What follows belongs to an exercise in optimizing a design on an open flow for small area; a production flow would make more cautious choices. In this exercise RTL edits were held to simulation tests only and were not proved equivalent to the original. No driver is modelled on the clock port, so clocking that relies on it looks cheaper here than on a real chip. Power and IR drop assume default switching activity.

==> inputs of run a <==
==> flow/design.v <==
module decode (
    input  logic        clk,
    input  logic        rstn,
    input  logic        inst_valid,
    input  logic [31:0] inst,
    input  logic [31:0] inst_pc,
    output logic        inst_ready,
    output logic        exec_enable,
    input  logic        exec_done,
    output logic [5:0]  exec_command,
    output logic [5:0]  alu_command,
    output logic [15:0] offset,
    output logic [31:0] pc,
    output logic [31:0] addr,
    output logic [31:0] rs,
    output logic [31:0] rt,
    output logic [4:0]  sh,
    output logic [4:0]  rd,
    output logic [4:0]  rs_no,
    output logic [4:0]  rt_no,
    output logic        fmode1,
    output logic        fmode2,
    input  logic        wb_en,
    input  logic        wb_fp,
    input  logic [4:0]  wb_rd,
    input  logic [31:0] wb_data
);
    localparam logic [1:0] S_IDLE   = 2'd0;
    localparam logic [1:0] S_DECODE = 2'd1;
    localparam logic [1:0] S_ISSUE  = 2'd2;
    localparam logic [1:0] S_WAIT   = 2'd3;
    localparam int C_R    = 0;    
    localparam int C_F    = 1;    
    localparam int C_ADDI = 2;    
    localparam int C_LOGI = 3;    
    localparam int C_J    = 4;    
    localparam int C_BR   = 5;    
    localparam int C_LD   = 6;    
    localparam int C_SW   = 7;    
    localparam int C_SF   = 8;    
    localparam int C_IO   = 9;    
    function automatic logic [9:0] classify(input logic [5:0] op);
        logic [9:0] c;
        c[C_R]    = (op == 6'b000000);
        c[C_F]    = (op == 6'b010001);
        c[C_ADDI] = (op == 6'b001000);
        c[C_LOGI] = (op == 6'b001100) || (op == 6'b001101) || (op == 6'b001110);
        c[C_J]    = (op == 6'b000010) || (op == 6'b000011);
        c[C_BR]   = (op == 6'b000100) || (op == 6'b000101) || (op == 6'b110010);
        c[C_LD]   = (op == 6'b100011) || (op == 6'b110001);
        c[C_SW]   = (op == 6'b101011);
        c[C_SF]   = (op == 6'b111001);
        c[C_IO]   = (op == 6'b111111);
        classify = c;
    endfunction
    logic [1:0]  state_q;
    logic        clr_q;           
    logic [31:0] inst_q;          
    logic [31:0] ipc_q;           
    logic [31:0] opa_q;           
    wire dec = (state_q == S_DECODE);
    logic [31:0] rf_d [64];        
    wire  [5:0]  wb_idx = {wb_fp, wb_rd};
    logic [63:0] rf_we, rf_keep;
    always_comb begin
        for (int i = 0; i < 64; i++) begin
            rf_we[i]   = wb_en && (wb_idx == 6'(i)) && (i != 0);
            rf_keep[i] = !rf_we[i] && !clr_q;
        end
    end
    assign rf_d[0] = '0;
    for (genvar i = 1; i < 64; i++) begin : g_row
        decode_rf_row u_row (
            .clk (clk), .keep(rf_keep[i]), .we(rf_we[i]), .wd(wb_data), .d(rf_d[i])
        );
    end
    always_ff @(posedge clk or negedge rstn) begin
        if (!rstn) clr_q <= 1'b1;
        else       clr_q <= 1'b0;
    end
    wire       in_f  = (inst[31:26] == 6'b010001);
    wire [5:0] idx_a = in_f ? {1'b1, inst[15:11]} : {1'b0, inst[25:21]};
    logic [9:0] qc;
    assign     qc    = classify(inst_q[31:26]);
    wire [5:0] idx_b = {qc[C_F] || qc[C_SF], inst_q[20:16]};
    wire [5:0] ridx  = dec ? idx_b : idx_a;
    logic [63:0] rsel;
    always_comb
        for (int i = 0; i < 64; i++) rsel[i] = (ridx == 6'(i)) && (i != 0);
    logic [31:0] rport;
    for (genvar j = 0; j < 32; j++) begin : g_rbit
        logic [63:0] col;
        always_comb
            for (int i = 0; i < 64; i++) col[i] = rf_d[i][j];
        decode_rf_rbit u_rbit (.sel(rsel), .d(col), .y(rport[j]));
    end
    wire [5:0]  qidx_a = qc[C_F] ? {1'b1, inst_q[15:11]} : {1'b0, inst_q[25:21]};
    wire        ahit   = wb_en && (wb_idx == qidx_a) && (qidx_a != 6'd0);
    wire [31:0] opa    = ahit ? wb_data : opa_q;
    wire [31:0] opb    = rport;
    always_ff @(posedge clk) begin
        inst_q <= inst;
        ipc_q  <= inst_pc;
        opa_q  <= rport;
    end
    wire        q_known = qc[C_R] | qc[C_F] | qc[C_ADDI] | qc[C_LOGI] | qc[C_J] | qc[C_BR] |
                          qc[C_LD] | qc[C_SW] | qc[C_SF] | qc[C_IO];
    wire        q_mem   = qc[C_LD] | qc[C_SW] | qc[C_SF];
    wire        q_usea  = qc[C_R] | qc[C_F] | qc[C_ADDI] | qc[C_LOGI] | qc[C_IO];
    wire        q_useb  = qc[C_R] | qc[C_F] | qc[C_SW] | qc[C_SF];
    wire [31:0] simm    = {{16{inst_q[15]}}, inst_q[15:0]};
    logic [16:0] x_c;
    logic [31:0] x_new;
    assign {x_c[16], x_new[15:0]} = {1'b0, opa[15:0]} + {1'b0, inst_q[15:0] & {16{q_mem}}};
    wire x_sg  = inst_q[15] & q_mem;
    wire x_inc = x_c[16] & ~x_sg;
    wire x_dec = x_sg & ~x_c[16];
    logic [16:0] x_all1, x_all0;
    assign x_all1[0] = 1'b1;
    assign x_all0[0] = 1'b1;
    for (genvar k = 0; k < 16; k++) begin : g_xhi
        assign x_all1[k+1]  = x_all1[k] & opa[16+k];
        assign x_all0[k+1]  = x_all0[k] & ~opa[16+k];
        assign x_new[16+k]  = opa[16+k] ^ ((x_inc & x_all1[k]) | (x_dec & x_all0[k]));
    end
    wire        x_load  = q_usea | q_mem;
    logic [31:0] rt_new;
    always_comb begin
        rt_new = '0;
        if (q_useb)  rt_new = opb;
        if (qc[C_ADDI]) rt_new = simm;
        if (qc[C_LOGI]) rt_new = {16'd0, inst_q[15:0]};
    end
    logic        dv_q;            
    logic [5:0]  op_q;            
    logic [20:0] fld_q;           
    logic [4:0]  fhi_q;           
    logic [31:0] pc_q;            
    logic [31:0] x_q;             
    logic [31:0] rt_q;            
    wire hold = !dec;
    always_ff @(posedge clk) begin
        fhi_q <= (fhi_q & {5{hold}}) | (inst_q[25:21] & {5{dec && q_known}});
        x_q   <= (x_q & {32{hold}}) | (x_new & {32{dec && x_load}});
    end
    always_ff @(posedge clk or negedge rstn) begin
        if (!rstn) begin
            state_q <= S_IDLE;
            dv_q    <= 1'b0;
            op_q    <= '0;
            fld_q   <= '0;
            pc_q    <= '0;
            rt_q    <= '0;
        end else begin
            case (state_q)
                S_IDLE:   if (inst_valid) state_q <= S_DECODE;
                S_DECODE: state_q <= S_ISSUE;
                S_ISSUE:  state_q <= S_WAIT;
                default:  if (exec_done) state_q <= S_IDLE;
            endcase
            if (dec) begin
                dv_q  <= 1'b1;
                op_q  <= inst_q[31:26];
                fld_q <= q_known ? inst_q[20:0] : 21'd0;
                pc_q  <= q_known ? ipc_q : 32'd0;
                rt_q  <= rt_new;
            end
        end
    end
    logic [9:0] oc;
    assign oc = classify(op_q);
    wire o_mem = dv_q & (oc[C_LD] | oc[C_SW] | oc[C_SF]);
    wire o_rs  = dv_q & ~(oc[C_LD] | oc[C_SW] | oc[C_SF]);
    wire [31:0] obr = {{14{fld_q[15]}}, fld_q[15:0], 2'b00};
    wire [31:0] oj  = {pc_q[31:28], fhi_q, fld_q[20:0], 2'b00};
    assign exec_command = op_q;
    assign offset       = fld_q[15:0];
    assign rt_no        = fld_q[20:16];
    assign rs_no        = (oc[C_F] ? fld_q[15:11] : 5'd0) | ((dv_q & ~oc[C_F]) ? fhi_q : 5'd0);
    assign alu_command  = (oc[C_R] | oc[C_F] | oc[C_IO]) ? fld_q[5:0] : 6'd0;
    assign sh           = (oc[C_R] | oc[C_IO]) ? fld_q[10:6] : 5'd0;
    assign rd           = ((oc[C_R] | oc[C_IO]) ? fld_q[15:11] : 5'd0) |
                          (oc[C_F] ? fld_q[10:6] : 5'd0) |
                          ((oc[C_ADDI] | oc[C_LOGI] | oc[C_LD]) ? fld_q[20:16] : 5'd0);
    assign fmode1       = oc[C_F];
    assign fmode2       = oc[C_F] | oc[C_SF];
    assign pc           = pc_q;
    assign rs           = o_rs ? x_q : 32'd0;
    assign addr         = (o_mem ? x_q : 32'd0) |
                          (oc[C_J] ? oj : 32'd0) | (oc[C_BR] ? obr : 32'd0);
    assign rt           = rt_q;
    assign inst_ready   = rstn && (state_q == S_IDLE);
    assign exec_enable  = (state_q == S_ISSUE);
endmodule
module decode_rf_row (
    input  logic        clk,
    input  logic        keep,
    input  logic        we,
    input  logic [31:0] wd,
    output logic [31:0] d
);
    logic [31:0] q;
    assign d = (q & {32{keep}}) | (wd & {32{we}});
    always_ff @(posedge clk)
        q <= d;
endmodule
module decode_rf_rbit (
    input  logic [63:0] sel,
    input  logic [63:0] d,
    output logic        y
);
    logic [20:0] n;
    for (genvar g = 0; g < 21; g++) begin : g_grp
        decode_aoi222 u_aoi (.a(d[3*g+1 +: 3]), .b(sel[3*g+1 +: 3]), .y(n[g]));
    end
    assign y = ~&n;
endmodule
module decode_aoi222 (
    input  logic [2:0] a,
    input  logic [2:0] b,
    output logic       y
);
    assign y = ~|(a & b);
endmodule
==> flow/flow/run.sh <==
#!/bin/bash
# Standard layout with these changes: the port buffers are the smallest
# buffer (sky130_fd_sc_hd__buf_1); after clock tree synthesis an area
# recovery pass (flow/downsize.tcl) moves non-clock combinational cells to
# smaller drive strengths where no slew/cap/fanout or timing limit is hit;
# the repair in global routing uses wider margins (flow/grt_margins.tcl).
set -euo pipefail
here=$(pwd)
bash standard.sh "BUFFER_PORTS_ARGS=-buffer_cell sky130_fd_sc_hd__buf_1" \
  "POST_CTS_TCL=$here/flow/downsize.tcl" \
  "PRE_GLOBAL_ROUTE_TCL=$here/flow/grt_margins.tcl" finish > standard_flow.log 2>&1
==> flow/flow/downsize.tcl <==
# Area recovery: try each combinational cell (not on the clock network) in
# the next smaller drive strength of the same cell family, and keep the
# smaller one only if no max-slew (with 20% margin), max-capacitance or
# max-fanout violation appears and the worst setup slack stays above 1 ns.
proc ds_smaller {name} {
  if {![regexp {^(sky130_fd_sc_hd__[a-z0-9]+)_([0-9]+)$} $name -> base n]} { return {} }
  set out {}
  foreach m [get_lib_cells ${base}_*] {
    set mn [get_name $m]
    if {[regexp {_([0-9]+)$} $mn -> k] && $k < $n && ![catch {get_property $m dont_use} du] && !$du} { lappend out [list $k $mn] }
  }
  return [lmap x [lsort -integer -index 0 -decreasing $out] {lindex $x 1}]
}
proc ds_area {} {
  set a 0.0
  foreach inst [[ord::get_db_block] getInsts] {
    set m [$inst getMaster]
    if {[$m getType] eq "CORE"} { set a [expr {$a + [$m getWidth] * [$m getHeight]}] }
  }
  return [expr {$a / 1e6}]
}
set ds_before [ds_area]
set_max_transition [expr {0.8 * 1.5}] [current_design]
set ds_slew0 [sta::max_slew_violation_count]
set ds_cap0 [sta::max_capacitance_violation_count]
set ds_fan0 [sta::max_fanout_violation_count]
puts "downsize: start area $ds_before, violations slew $ds_slew0 cap $ds_cap0 fanout $ds_fan0, wns [sta::worst_slack_cmd max]"
set ds_n 0
foreach inst [[ord::get_db_block] getInsts] {
  set m [$inst getMaster]
  if {[$m getType] ne "CORE" || [$inst isDoNotTouch]} continue
  set mname [$m getName]
  if {[regexp {df|dl|clk|tap|fill|conb|diode} $mname]} continue
  set skip 0
  foreach it [$inst getITerms] {
    set n [$it getNet]
    if {$n ne "NULL" && [$n getSigType] eq "CLOCK"} { set skip 1 }
  }
  if {$skip} continue
  set iname [$inst getName]
  set sinst [get_cells $iname]
  foreach c [ds_smaller $mname] {
    replace_cell $sinst $c
    if {[sta::max_slew_violation_count] > $ds_slew0 || [sta::max_capacitance_violation_count] > $ds_cap0 \
        || [sta::max_fanout_violation_count] > $ds_fan0 || [sta::worst_slack_cmd max] < 1.0e-9} {
      replace_cell $sinst $mname
      break
    }
    set mname $c
    incr ds_n
  }
}
set_max_transition 1.5 [current_design]
puts "downsize: $ds_n swaps, area [ds_area] (was $ds_before), wns [sta::worst_slack_cmd max]"
==> flow/flow/grt_margins.tcl <==
# Repair design in global routing with wider slew/capacitance margins than
# the earlier stages, to leave room for the difference between global-route
# estimates and the extracted parasitics of the final layout.
set ::env(CAP_MARGIN) 28
set ::env(SLEW_MARGIN) 28
==> flow/standard.sh <==
#!/bin/bash
# synth_recipe.tcl (not shown) runs the flow's synth.tcl, then flattens the netlist and writes it again
# the make line also repeats each setting of config.mk as NAME=value (left out here)
make -C /OpenROAD-flow-scripts/flow DESIGN_CONFIG=/design/flow/config.mk WORK_HOME=/design/flow/orfs CLKGATE_MAP_FILE= SYNTH_SCRIPT=/design/flow/synth_recipe.tcl "${@:-finish}"
==> flow/config.mk <==
export PLATFORM = sky130hd
export DESIGN_NAME = decode
export DESIGN_NICKNAME = decode
export VERILOG_FILES = /design/flow/design.v
export SDC_FILE = /design/flow/constraint.sdc
export NUM_CORES = 8
export LEC_CHECK = 0
export CAP_MARGIN = 20
export CORE_MARGIN = 2
export CORE_UTILIZATION = 70
export CTS_CLUSTER_DIAMETER = 80
export CTS_CLUSTER_SIZE = 25
export PLACE_DENSITY = 0.75
export SLEW_MARGIN = 20
export SYNTH_HIERARCHICAL = 1
==> flow/constraint.sdc <==
create_clock -name core_clock -period 10.0 [get_ports {clk}]
set_input_delay 2.0000 -clock core_clock [delete_from_list [all_inputs] [get_ports {clk}]]
set_output_delay 2.0000 -clock core_clock [all_outputs]
set_load 0.01 [all_outputs]
==> run b (differences from run a) <==
CORE_UTILIZATION = 60   (was 70)
PLACE_DENSITY = 0.65   (was 0.75)
==> summary.txt <==
status=finished clean; Clock power frac=29.1%; multi-input combinational area share=a little under two fifths; min Tclk post-route=approximately 8.1 ns; number of non-clock buffers=between 500 and 600; clk tree area frac=3.18%; Psw=between 4 and 5 mW; drt first pass iters=14; Most common cell on crit path=nor2_1; setup ws final=just under 2 ns; CTS clk-pin slew, worst paths=about 0.11 ns; M1 wire length=about 110 mm; area of the multi-input gates=~32,000 sq um; clock buffers=114; DR iter-0 viols=16,000; combinational power share=12.2%
the above is filed under run a

==> summary.txt <==
status=finished clean; Most common cell on crit path=inv_1; clk tree area frac=3.76%; Psw=between 4 and 5 mW; number of non-clock buffers=roughly 570; drt first pass iters=13; area of the multi-input gates=31,800 sq um; min Tclk post-route=between 8 and 9 ns; setup ws final=roughly 1.9 ns; combinational power share=11.8%; DR iter-0 viols=around 14,000
the above is filed under run b

## static timing again, ports no longer ideal
In the flow no input, the clock included, has a driving cell. The finished layouts below were timed again as built, in two steps. Step 1 (the two cells are an assumption about what drives the block):
set clk [get_ports {clk}]
set_driving_cell -lib_cell sky130_fd_sc_hd__clkbuf_16 $clk
set_driving_cell -lib_cell sky130_fd_sc_hd__buf_2 [delete_from_list [all_inputs] $clk]
Step 2 times the ports against the registers' clock, not the clock port: input delays grow and output delays shrink by t, the midpoint of the rising clock arrivals with the driver on. Three values: ideal ports, drivers, drivers and shift; two values: the first two.
| run | t (ns) | setup slack, ns | clock arrival spread, ns |
|---|---|---|---|
| run a | 0.823 | 1.940 / 1.997 / 1.174 | 0.026 / 0.026 |
| run b | 0.842 | 1.913 / 1.979 / 1.137 | 0.034 / 0.034 |
After both steps setup and hold are still met in every run listed. For run b, which loses most, drivers alone change the setup slack by +0.066 ns; drivers and shift together by -0.776 ns.
